What follows belongs to an exercise in optimizing a design on an open flow for small area, a short achievable clock period and few clock cycles per item; a production flow would make more cautious choices. In this exercise RTL edits were held to simulation tests only and were not proved equivalent to the original. No activity file was given, so power comes from the tool's default toggle rates.

== run A ==
==> flow/design.v (excerpt) <==
module md5_core(
    input  logic         clk,
    input  logic         reset_n,
    input  logic         start_i,
    input  logic [511:0] msg_i,
    output logic [127:0] digest_o,
    output logic         done_o
);
clock: 11.0 ns
lec_check: 0
cap_margin: 20
core_margin: 2
core_utilization: 50
slew_margin: 20
synth_hierarchical: 1
synth_minimum_keep_size: 0
standard.sh (not shown) runs the stock make flow with config.mk's settings and CLKGATE_MAP_FILE= SYNTH_SCRIPT=/design/flow/synth_recipe.tcl, a recipe that flattens the netlist after the stock synthesis.
==> flow/flow/run.sh <==
#!/bin/bash
# Standard ORFS layout, with plain buf_1 cells as port buffers, a tighter
# setup-repair target and a clock tree with larger sink clusters and no
# dummy loads; every tool's output is kept in the ORFS logs and in
# standard.log.
set -euo pipefail
export BUFFER_PORTS_ARGS="-buffer_cell sky130_fd_sc_hd__buf_1"
export SETUP_SLACK_MARGIN=6.2
export CTS_ARGS="-sink_clustering_enable -repair_clock_nets -dont_use_dummy_load -sink_clustering_size 16 -sink_clustering_max_diameter 80 -buf_list {sky130_fd_sc_hd__clkbuf_4 sky130_fd_sc_hd__clkbuf_8}"
bash standard.sh > standard.log 2>&1
Every stage of the flow completed for run A, and the final layout passed the timing, design-rule and antenna checks.
Testbench counts of run A, summed over its fixed seeds: cycles 12,488, items 192.
The following lists how run B was set up differently from run A:
- a change of CORE_UTILIZATION from 50 to 40
diff --git a/flow/flow/run.sh b/flow/flow/run.sh
--- a/flow/flow/run.sh
+++ b/flow/flow/run.sh
@@ -7,3 +7,3 @@
 export BUFFER_PORTS_ARGS="-buffer_cell sky130_fd_sc_hd__buf_1"
-export SETUP_SLACK_MARGIN=6.2
+export SETUP_SLACK_MARGIN=6.4
 export CTS_ARGS="-sink_clustering_enable -repair_clock_nets -dont_use_dummy_load -sink_clustering_size 16 -sink_clustering_max_diameter 80 -buf_list {sky130_fd_sc_hd__clkbuf_4 sky130_fd_sc_hd__clkbuf_8}"
==> run summary <==
- In run B relative to run A, clock buffer count had gone up by more than 10%.
- Sort run B and run A by total CTS buffers, ascending, and run A comes first.
- Between run A and run B, the number of non-clock buffers does not differ in any meaningful way.
- Looking at run B and run A, the area used by sequential logic in the layout is a wash.
- Run B completed; timing, DRC and antenna clean
- Reported for run B and run A, total of hold buffers inserted after clock tree synthesis turned out identical to the last digit.
- Relative to run A, overall fraction of global-route tracks in use decreased by 6.7 points in run B.
- Re total number of cells along the worst setup path: run B is 1 down on run A.
- In the metrics for run B and run A, the one carrying the lower register-to-register slack is run B.
- There was hardly any difference in number of I/O port buffers between run A and run B.
- In terms of via count, run B and run A differ only marginally.
> inputs changed (run B -> run C)
diff --git a/flow/flow/run.sh b/flow/flow/run.sh
--- a/flow/flow/run.sh
+++ b/flow/flow/run.sh
@@ -7,3 +7,3 @@
 export BUFFER_PORTS_ARGS="-buffer_cell sky130_fd_sc_hd__buf_1"
-export SETUP_SLACK_MARGIN=6.4
+export SETUP_SLACK_MARGIN=5.6
 export CTS_ARGS="-sink_clustering_enable -repair_clock_nets -dont_use_dummy_load -sink_clustering_size 16 -sink_clustering_max_diameter 80 -buf_list {sky130_fd_sc_hd__clkbuf_4 sky130_fd_sc_hd__clkbuf_8}"
[summary]
- Max routed length on met3 across run B and run C: run B
- Portion of total power attributed to combinational logic is lower on run C
- In the flow results for run B and run C, the number of nets at the end of the flow is smaller on run C.
- | area growth from synthesis to layout | higher: run B |
- Run C vs run B, total power consumption of the routed design went down by about 7%.
- Comparing run B and run C, the lower worst reg-to-reg setup slack is on run C.
- Run C: all stages complete, timing, DRC and antenna checks passed
- In the final reports, the cell area of run C is smaller than that of run B.
The following lists how run D was set up differently from run C:
diff --git a/flow/flow/run.sh b/flow/flow/run.sh
--- a/flow/flow/run.sh
+++ b/flow/flow/run.sh
@@ -7,3 +7,3 @@
 export BUFFER_PORTS_ARGS="-buffer_cell sky130_fd_sc_hd__buf_1"
-export SETUP_SLACK_MARGIN=5.6
+export SETUP_SLACK_MARGIN=7
 export CTS_ARGS="-sink_clustering_enable -repair_clock_nets -dont_use_dummy_load -sink_clustering_size 16 -sink_clustering_max_diameter 80 -buf_list {sky130_fd_sc_hd__clkbuf_4 sky130_fd_sc_hd__clkbuf_8}"
### Flow results
Portion of the clock cycle consumed by the worst path in the final layout in run D is 5.2 points below run C. From run C to run D the numbers moved as follows: count of clock-buffer cells in the layout dropped 7; setup slack went up 0.57 ns; wire length on met3 saw an increase.

Another version of the RTL of md5_core (not shown whole).
Size in the first run: ~640 I/O pins, about 0.045 sq mm of cells after synthesis.
clock: 11.0 ns
lec_check: 0
cap_margin: 20
core_margin: 2
core_utilization: 40
cts_buf_list: sky130_fd_sc_hd__clkbuf_4 sky130_fd_sc_hd__clkbuf_8
slew_margin: 20
synth_hierarchical: 1
synth_minimum_keep_size: 0
==> flow/flow/run.sh <==
#!/bin/bash
# Standard ORFS layout, with plain buf_1 cells as port buffers and a
# tighter setup-repair target; every tool's output is kept in the ORFS logs
# and in standard.log.
set -euo pipefail
export BUFFER_PORTS_ARGS="-buffer_cell sky130_fd_sc_hd__buf_1"
export SETUP_SLACK_MARGIN=7
bash standard.sh > standard.log 2>&1
The starting point went through all stages and came out clean.
Testbench counts at the start, summed over its fixed seeds: cycles 12,488, items 192.
Next try:
==> flow/flow/run.sh (replaced) <==
#!/bin/bash
# Standard ORFS layout, with plain buf_1 cells as port buffers, a tighter
# setup-repair target and a clock tree with larger sink clusters and no
# dummy loads; every tool's output is kept in the ORFS logs and in
# standard.log.
set -euo pipefail
export BUFFER_PORTS_ARGS="-buffer_cell sky130_fd_sc_hd__buf_1"
export SETUP_SLACK_MARGIN=7
export CTS_ARGS="-sink_clustering_enable -repair_clock_nets -dont_use_dummy_load -sink_clustering_size 16 -sink_clustering_max_diameter 80 -buf_list {sky130_fd_sc_hd__clkbuf_4 sky130_fd_sc_hd__clkbuf_8}"
bash standard.sh > standard.log 2>&1
CTS_BUF_LIST = not set   (was sky130_fd_sc_hd__clkbuf_4 sky130_fd_sc_hd__clkbuf_8)
Outcome:
- The new run went through all stages and came out clean
- design area went down by about 2.5%
- via count went down by 0.46%
- total power decreases by 5.9%
- first-iteration DRC count came out higher by 4.5%

Setup of red:
md5_core with an RTL version that a note above also has.
Size: about 4,600 cells after synthesis, about 640 I/O pins, about 0.045 mm² of cells after synthesis.
// md5_core
module md5_core(
    input  logic         clk,
    input  logic         reset_n,
    input  logic         start_i,
    input  logic [511:0] msg_i,
    output logic [127:0] digest_o,
    output logic         done_o
);
==> flow/config.mk <==
export PLATFORM = sky130hd
export DESIGN_NAME = md5_core
export DESIGN_NICKNAME = md5_core
export VERILOG_FILES = /design/flow/design.v
export SDC_FILE = /design/flow/constraint.sdc
export NUM_CORES = 4
export LEC_CHECK = 0
export CAP_MARGIN = 20
export CORE_MARGIN = 2
export CORE_UTILIZATION = 40
export CTS_BUF_LIST = sky130_fd_sc_hd__clkbuf_4 sky130_fd_sc_hd__clkbuf_8
export SLEW_MARGIN = 20
export SYNTH_HIERARCHICAL = 1
export SYNTH_MINIMUM_KEEP_SIZE = 0
==> flow/constraint.sdc <==
create_clock -name core_clock -period 11.0 [get_ports {clk}]
set_input_delay 2.2000 -clock core_clock [delete_from_list [all_inputs] [get_ports {clk}]]
set_output_delay 2.2000 -clock core_clock [all_outputs]
set_load 0.01 [all_outputs]
==> flow/flow/run.sh <==
#!/bin/bash
# Standard ORFS layout, with plain buf_1 cells as port buffers and a
# tighter setup-repair target; every tool's output is kept in the ORFS logs
# and in standard.log.
set -euo pipefail
export BUFFER_PORTS_ARGS="-buffer_cell sky130_fd_sc_hd__buf_1"
export SETUP_SLACK_MARGIN=7
bash standard.sh > standard.log 2>&1
red completed; timing, DRC and antenna clean
Testbench counts of red, summed over its fixed seeds: cycles 12,488, items 192.
--- input diff red..blue ---
==> flow/flow/run.sh <==
#!/bin/bash
# Standard ORFS layout, with plain buf_1 cells as port buffers, a tighter
# setup-repair target and a clock tree with larger sink clusters and no
# dummy loads; every tool's output is kept in the ORFS logs and in
# standard.log.
set -euo pipefail
export BUFFER_PORTS_ARGS="-buffer_cell sky130_fd_sc_hd__buf_1"
export SETUP_SLACK_MARGIN=6.2
export CTS_ARGS="-sink_clustering_enable -repair_clock_nets -dont_use_dummy_load -sink_clustering_size 16 -sink_clustering_max_diameter 80 -buf_list {sky130_fd_sc_hd__clkbuf_4 sky130_fd_sc_hd__clkbuf_8}"
bash standard.sh > standard.log 2>&1
diff --git a/flow/config.mk b/flow/config.mk
--- a/flow/config.mk
+++ b/flow/config.mk
@@ -9,5 +9,4 @@
 export CORE_MARGIN = 2
 export CORE_UTILIZATION = 40
-export CTS_BUF_LIST = sky130_fd_sc_hd__clkbuf_4 sky130_fd_sc_hd__clkbuf_8
 export SLEW_MARGIN = 20
 export SYNTH_HIERARCHICAL = 1
==> run summary <==
Note that the total length of routed met3 wires recorded for red amounts to 1.2 times the value seen in blue.
Worst-case setup margin in the final layout, blue and red, higher one = blue.
Clock insertion delay at the later pin of the skew report: blue lower than red
Taking red as the reference, in blue cell depth of the worst min-delay path comparable, power share of the combinational group now smaller, number of nets in the layout now smaller.
On blue: arrival time at the worst endpoint is 260 ps lower than what red gave.
Comparing reported net switching power for blue and red, the bigger number came from red.

== rev 12 ==
Another version of the RTL of md5_core (not shown whole).
For scale: about 640 I/O pins, ~0.046 mm2 of cells after synthesis.
export LEC_CHECK = 0
export CAP_MARGIN = 20
export CORE_MARGIN = 2
export CORE_UTILIZATION = 40
export SLEW_MARGIN = 20
export SYNTH_HIERARCHICAL = 1
export SYNTH_MINIMUM_KEEP_SIZE = 0
create_clock -name core_clock -period 11.0 [get_ports {clk}]
==> flow/flow/run.sh <==
#!/bin/bash
# Standard ORFS layout, with plain buf_1 cells as port buffers, a tighter
# setup-repair target and a clock tree with larger sink clusters and no
# dummy loads; every tool's output is kept in the ORFS logs and in
# standard.log.
set -euo pipefail
export BUFFER_PORTS_ARGS="-buffer_cell sky130_fd_sc_hd__buf_1"
export SETUP_SLACK_MARGIN=6.0
export CTS_ARGS="-sink_clustering_enable -repair_clock_nets -dont_use_dummy_load -sink_clustering_size 14 -sink_clustering_max_diameter 70 -buf_list {sky130_fd_sc_hd__clkbuf_4 sky130_fd_sc_hd__clkbuf_8}"
bash standard.sh > standard.log 2>&1
Rev 12 finished every step from synthesis to the final layout, and the layout passed the timing, design-rule and antenna checks.
Testbench counts of rev 12, summed over its fixed seeds: cycles 12,488, items 192.
The inputs of rev 13 differ from those of rev 12 as listed below.
diff --git a/flow/flow/run.sh b/flow/flow/run.sh
--- a/flow/flow/run.sh
+++ b/flow/flow/run.sh
@@ -8,2 +8,2 @@
-export SETUP_SLACK_MARGIN=6.0
-export CTS_ARGS="-sink_clustering_enable -repair_clock_nets -dont_use_dummy_load -sink_clustering_size 14 -sink_clustering_max_diameter 70 -buf_list {sky130_fd_sc_hd__clkbuf_4 sky130_fd_sc_hd__clkbuf_8}"
+export SETUP_SLACK_MARGIN=7
+export CTS_ARGS="-sink_clustering_enable -repair_clock_nets -dont_use_dummy_load -sink_clustering_size 16 -sink_clustering_max_diameter 80 -buf_list {sky130_fd_sc_hd__clkbuf_4 sky130_fd_sc_hd__clkbuf_8}"
## What came out
Rev 13 reached the end of the flow, and the finished layout is clean on the timing, design-rule and antenna checks. Higher average wire per standard cell goes to rev 13 over rev 12. Compared rev 13 vs rev 12, and sequential share of layout area is down in rev 13. The post-CTS setup buffer count of rev 13 exceeds that of rev 12 by 69. Routed wire length up 4.8% in rev 13 wrt rev 12. On share of the core filled with cells in the final layout: between rev 12 and rev 13, it ends up lower for rev 12. Summary: with rev 12 as the reference, number of buffers inserted during clock tree synthesis in rev 13 moved down by more than 10%.

[separate check: timing with driven ports]
How much do the figures lean on ideal ports? The routed layouts below were timed once more, with nothing changed but the port constraints. Step 1, drivers: a clkbuf_16 drives clk and a buf_2 each remaining input, both assumed. Step 2 moves the port delays by t, midway between the first and last clock arrival at a register: inputs arrive t later, outputs are due t later. That takes back most of the time a late clock gives input paths. Slacks: ideal / step 1 / step 2; pairs: ideal / step 1.
run | t (ns) | slack for setup (ns) | hold slack, ns | worst setup path at the end | cell pins on the clock port's net
run A | 0.763 | 6.111 / 6.111 / 6.111 | 0.417 / 0.417 / 0.417 | register to register | 1
run B | 0.764 | 6.054 / 6.054 / 6.054 | 0.377 / 0.377 / 0.377 | register to register | 1
run C | 0.804 | 5.680 / 5.680 / 5.680 | 0.422 / 0.422 / 0.422 | register to register | 1
run D | 0.820 | 6.254 / 6.254 / 6.254 | 0.435 / 0.435 / 0.435 | register to register | 1
the first run of note 2 | 0.906 | 6.155 / 6.155 / 6.155 | 0.434 / 0.434 / 0.434 | register to register | 1
the second run of note 2 | 0.765 | 6.231 / 6.231 / 6.231 | 0.383 / 0.383 / 0.383 | register to register | 1
red | 0.931 | 6.218 / 6.218 / 6.218 | 0.434 / 0.434 / 0.434 | register to register | 1
blue | 0.789 | 6.245 / 6.245 / 6.245 | 0.421 / 0.421 / 0.421 | register to register | 1
rev 12 | 0.802 | 6.047 / 6.047 / 6.047 | 0.402 / 0.402 / 0.402 | register to register | 1
rev 13 | 0.787 | 6.486 / 6.486 / 6.486 | 0.423 / 0.423 / 0.423 | register to register | 1
After both steps every run listed still meets setup and hold.
